Background: an optimization exercise with open tools, aiming at small area, a short achievable clock period and few clock cycles per item. Do not read the settings as production practice. Function was checked by simulation only, so behaviour that the tests miss may differ from the original.

==> flow/design.v <==
`timescale 1ns/1ns
`default_nettype none
package mdPkg;
  localparam int XLen = 32;
  localparam logic [2:0] opMul    = 3'b000;
  localparam logic [2:0] opMulh   = 3'b001;
  localparam logic [2:0] opMulhsu = 3'b010;
  localparam logic [2:0] opMulhu  = 3'b011;
  localparam logic [2:0] opDiv    = 3'b100;
  localparam logic [2:0] opDivu   = 3'b101;
  localparam logic [2:0] opRem    = 3'b110;
  localparam logic [2:0] opRemu   = 3'b111;
endpackage
`default_nettype wire
`timescale 1ns/1ns
`default_nettype none
import mdPkg::*;
module multDivUnit (
  input  logic        clk,
  input  logic        reset,
  input  logic [2:0]  reqOp,
  input  logic [31:0] reqLOp,
  input  logic [31:0] reqROp,
  input  logic        reqValid,
  output logic        reqCredit,
  output logic [31:0] respResult,
  output logic        respDivByZero,
  output logic        respDivOverflow,
  output logic        respValid,
  input  logic        respCredit
);
  localparam logic [2:0] sGrant = 3'd0;   
  localparam logic [2:0] sWait  = 3'd1;   
  localparam logic [2:0] sPrep  = 3'd2;   
  localparam logic [2:0] sMul   = 3'd3;   
  localparam logic [2:0] sDiv   = 3'd4;   
  localparam logic [2:0] sCorr  = 3'd5;   
  localparam logic [2:0] sHold  = 3'd6;   
  localparam logic [2:0] sRfix  = 3'd7;   
  logic [2:0]  state;
  logic [1:0]  respCnt;
  logic [33:0] A;
  logic [34:0] H;
  logic [31:0] Lo;
  logic [4:0]  count;
  logic [5:0]  lzR;
  logic        isRem;
  logic        negR;
  logic        divAdd;
  logic        corr;
  logic        selLo;
  logic        dbz;
  logic        ovf;
  logic        yOne;
  logic        yTwo;
  logic        yInv;
  logic        yCin;
  function automatic logic [5:0] clz32(input logic [31:0] v);
    logic [5:0] n;
    n = 6'd32;
    for (int i = 0; i < 32; i++) begin
      if (v[i]) n = 31 - i;
    end
    clz32 = n;
  endfunction
  function automatic logic [2:0] booth(input logic b1, input logic b0, input logic bm);
    booth = {b0 ^ bm, (b1 & ~b0 & ~bm) | (~b1 & b0 & bm), b1};
  endfunction
  logic        inDiv;
  logic        inSgnDiv;
  logic        inNegL;
  logic        inNegR;
  logic        inSgnR;
  logic        inLZero;
  logic [5:0]  inLzL;
  logic [5:0]  inLzR;
  logic [2:0]  inBooth;
  assign inDiv    = reqOp[2];
  assign inSgnDiv = reqOp[2] & ~reqOp[0];
  assign inNegL   = inSgnDiv & reqLOp[31];
  assign inNegR   = inSgnDiv & reqROp[31];
  assign inSgnR   = inDiv ? inSgnDiv : ~reqOp[1];
  assign inLZero  = (reqLOp == 32'd0);
  assign inLzL    = clz32(reqLOp ^ {32{inNegL}});
  assign inLzR    = clz32(reqROp ^ {32{inSgnR & reqROp[31]}});
  assign inBooth  = booth(reqROp[1], reqROp[0], 1'b0);
  logic [2:0]  nextBooth;
  assign nextBooth = booth(Lo[3], Lo[2], Lo[1]);
  logic [1:0] respCntNext;
  logic       avail;
  assign respCntNext = respCnt + {1'b0, respCredit} - {1'b0, respValid};
  assign avail       = (respCntNext != 2'd0);
  logic [34:0] aExt;
  logic [34:0] yVal;
  logic [34:0] sum;
  assign aExt = {A[33], A};
  assign yVal = ({35{yOne}} & aExt) | ({35{yTwo}} & {aExt[33:0], 1'b0});
  prefixAdd #(.N(35)) i_add (
    .a   (H),
    .b   (yVal ^ {35{yInv}}),
    .cin (yCin),
    .s   (sum)
  );
  logic [6:0] shAmt;
  logic       skipDiv;
  logic       qBit;
  logic       fixNeed;
  logic       subNext;
  logic       divNegL;
  assign divNegL = divAdd ^ negR;
  assign shAmt   = {2'b0, count} - {1'b0, lzR} + {6'd0, negR};
  assign skipDiv = dbz | shAmt[6];
  assign qBit    = ~(sum[34] ^ negR);
  assign subNext = ~sum[34] ^ divNegL;
  assign fixNeed = isRem ? negR : (divAdd & ~dbz);
  logic skip4;
  logic lastStep;
  assign skip4    = (state == sMul) && (count >= 5'd3) && (lzR > {count, 1'b0} + 6'd2);
  assign lastStep = skip4 ? (count == 5'd3) : (count == 5'd0);
  always_ff @(posedge clk) begin
    if (reset) begin
      state     <= sGrant;
      respCnt   <= 2'd0;
      reqCredit <= 1'b0;
      respValid <= 1'b0;
    end else begin
      respCnt   <= respCntNext;
      reqCredit <= 1'b0;
      respValid <= 1'b0;
      case (state)
        sGrant: begin
          reqCredit <= 1'b1;
          state     <= sWait;
        end
        sWait: begin
          if (reqValid) state <= inDiv ? sPrep : sMul;
        end
        sPrep: begin
          if (!skipDiv) begin
            state <= sDiv;
          end else if (avail) begin
            respValid <= 1'b1;
            state     <= sGrant;
          end else begin
            state <= sHold;
          end
        end
        sMul: begin
          if (lastStep) begin
            if (corr) begin
              state <= sCorr;
            end else if (avail) begin
              respValid <= 1'b1;
              state     <= sGrant;
            end else begin
              state <= sHold;
            end
          end
        end
        sDiv: begin
          if (lastStep) begin
            if (isRem && !qBit) begin
              state <= sRfix;
            end else if (fixNeed) begin
              state <= sCorr;
            end else if (avail) begin
              respValid <= 1'b1;
              state     <= sGrant;
            end else begin
              state <= sHold;
            end
          end
        end
        sRfix: begin
          if (negR) begin
            state <= sCorr;
          end else if (avail) begin
            respValid <= 1'b1;
            state     <= sGrant;
          end else begin
            state <= sHold;
          end
        end
        default: begin   
          if (avail) begin
            respValid <= 1'b1;
            state     <= sGrant;
          end else begin
            state <= sHold;
          end
        end
      endcase
    end
  end
  always_ff @(posedge clk) begin
    case (state)
      sWait: begin
        if (reqValid) begin
          A      <= {{2{reqLOp[31] & (inNegL | reqOp == opMulh | reqOp == opMulhsu)}}, reqLOp};
          H      <= {{3{inNegR}}, reqROp} & {35{inDiv}};
          Lo     <= reqROp;
          count  <= inDiv ? ((inLzL == 6'd32) ? 5'd31 : inLzL[4:0]) : 5'd15;
          lzR    <= inLzR;
          isRem  <= reqOp[1];
          negR   <= inNegR;
          divAdd <= inNegL ^ inNegR;
          corr   <= ~reqOp[2] & reqOp[1] & reqROp[31];
          selLo  <= (reqOp == opMul) | (reqOp[2:1] == 2'b10);
          dbz    <= inDiv & inLZero;
          ovf    <= inSgnDiv & (reqLOp == 32'hffff_ffff) & (reqROp == 32'h8000_0000);
          {yOne, yTwo, yInv} <= inDiv ? 3'b001 : inBooth;
          yCin   <= ~inDiv & inBooth[0];
        end
      end
      sPrep: begin
        Lo    <= {32{dbz}};
        A     <= A << shAmt[4:0];
        count <= shAmt[4:0];
        if (negR && !skipDiv) H <= sum;
        {yOne, yTwo, yInv, yCin} <= {1'b1, 1'b0, ~divAdd, ~divAdd};
      end
      sMul: begin
        if (skip4) begin
          H     <= {{8{H[34]}}, H[34:8]};
          Lo    <= {H[7:0], Lo[31:8]};
          count <= count - 5'd4;
        end else begin
          H     <= {{2{sum[34]}}, sum[34:2]};
          Lo    <= {sum[1:0], Lo[31:2]};
          count <= count - 5'd1;
        end
        if (lastStep) begin
          {yOne, yTwo, yInv, yCin} <= 4'b1000;
        end else if (skip4) begin
          {yOne, yTwo, yInv, yCin} <= 4'b0000;
        end else begin
          {yOne, yTwo, yInv} <= nextBooth;
          yCin               <= Lo[3];
        end
      end
      sDiv: begin
        Lo    <= {Lo[30:0], qBit};
        count <= count - 5'd1;
        if (lastStep) begin
          if (!isRem) begin
            A <= {2'b0, Lo[30:0], qBit};
            H <= '0;
            if (fixNeed) selLo <= 1'b0;
            {yOne, yTwo, yInv, yCin} <= 4'b1011;
          end else begin
            H <= sum;
            if (qBit) begin
              {yOne, yTwo, yInv, yCin} <= 4'b0001;
            end else begin
              {yOne, yTwo, yInv, yCin} <= {1'b1, 1'b0, subNext, subNext};
            end
          end
        end else begin
          A <= {A[33], A[33:1]};
          H <= sum;
          {yOne, yTwo, yInv, yCin} <= {1'b1, 1'b0, subNext, subNext};
        end
      end
      sRfix: begin
        H <= sum;
        {yOne, yTwo, yInv, yCin} <= 4'b0001;
      end
      sCorr: begin
        H <= sum;
      end
      default: begin
      end
    endcase
  end
  assign respResult      = selLo ? Lo : H[31:0];
  assign respDivByZero   = dbz;
  assign respDivOverflow = ovf;
endmodule
module prefixAdd #(
  parameter int N = 35
) (
  input  logic [N-1:0] a,
  input  logic [N-1:0] b,
  input  logic         cin,
  output logic [N-1:0] s
);
  localparam int L = $clog2(N + 1);
  logic [N:0] g [0:L];
  logic [N:0] p [0:L];
  assign g[0] = {a & b, cin};
  assign p[0] = {a ^ b, 1'b0};
  for (genvar l = 1; l <= L; l++) begin : g_level
    for (genvar i = 0; i <= N; i++) begin : g_bit
      if (i >= (1 << (l - 1))) begin : g_merge
        assign g[l][i] = g[l-1][i] | (p[l-1][i] & g[l-1][i - (1 << (l - 1))]);
        assign p[l][i] = p[l-1][i] & p[l-1][i - (1 << (l - 1))];
      end else begin : g_pass
        assign g[l][i] = g[l-1][i];
        assign p[l][i] = p[l-1][i];
      end
    end
  end
  assign s = p[0][N:1] ^ g[L][N-1:0];
endmodule
`default_nettype wire
==> flow/config.mk <==
export PLATFORM = sky130hd
export DESIGN_NAME = multDivUnit
export DESIGN_NICKNAME = multDivUnit
export VERILOG_FILES = /design/flow/design.v
export SDC_FILE = /design/flow/constraint.sdc
export NUM_CORES = 4
export LEC_CHECK = 0
export CAP_MARGIN = 20
export CORE_MARGIN = 2
export CORE_UTILIZATION = 40
export SETUP_SLACK_MARGIN = 1.5
export SLEW_MARGIN = 20
==> flow/constraint.sdc <==
create_clock -name core_clock -period 6.0 [get_ports {clk}]
set_input_delay 1.2000 -clock core_clock [delete_from_list [all_inputs] [get_ports {clk}]]
set_output_delay 1.2000 -clock core_clock [all_outputs]
set_load 0.01 [all_outputs]
run.sh (not shown) runs the stock make flow with config.mk's settings and CLKGATE_MAP_FILE= SYNTH_SCRIPT=/design/flow/synth_recipe.tcl, a recipe that flattens the netlist after the stock synthesis.
The first run finished clean.
Testbench counts at the start, summed over its fixed seeds: cycles 43,250, ops 3,200.
Then changed:
SETUP_SLACK_MARGIN = 2   (was 1.5)
What happened: Global-route usage came out higher by 0.51 points; register-to-register slack improves by 0.27 ns; design area came out higher by 2.1%; sequential share of layout area came out lower by 0.50 points; worst setup slack improves by 0.27 ns.
Then changed:
CORE_UTILIZATION = 55   (was 40)
The new run completed without violations.
Hold slack improves by 0.0051 ns.
Register-to-register slack is worse by 0.03 ns.
Clock-buffer cell count is unchanged.
Die area came out lower by 27%.
Area after synthesis does not change.
Cell count decreases by 5.6%.
Fmax fell by 0.78%.
Via count goes up by 2.1%.

## re-timing with driven ports
In the flow no input, the clock included, has a driving cell. The finished layouts below were timed again as built, in two steps.
Step 1, drivers: a clkbuf_16 drives clk and a buf_2 each remaining input, both assumed.
Step 2 times the ports against the registers' clock, not the clock port: input delays grow and output delays shrink by t, the midpoint of the rising clock arrivals with the driver on.
Slacks: ideal / step 1 / step 2; pairs: ideal / step 1.
| run | t (ns) | slack for setup (ns) | worst data-port slew with drivers (ns) |
|---|---|---|---|
| the first run | 0.482 | 1.679 / 1.679 / 1.316 | 0.04 |
| the second run | 0.495 | 1.950 / 1.950 / 1.703 | 0.04 |
| the third run | 0.486 | 1.918 / 1.918 / 1.675 | 0.04 |
After both steps setup and hold are still met in every run listed. The setup slack of the first run, which loses most, moves by 0.000 ns with the drivers and by -0.363 ns with both steps.
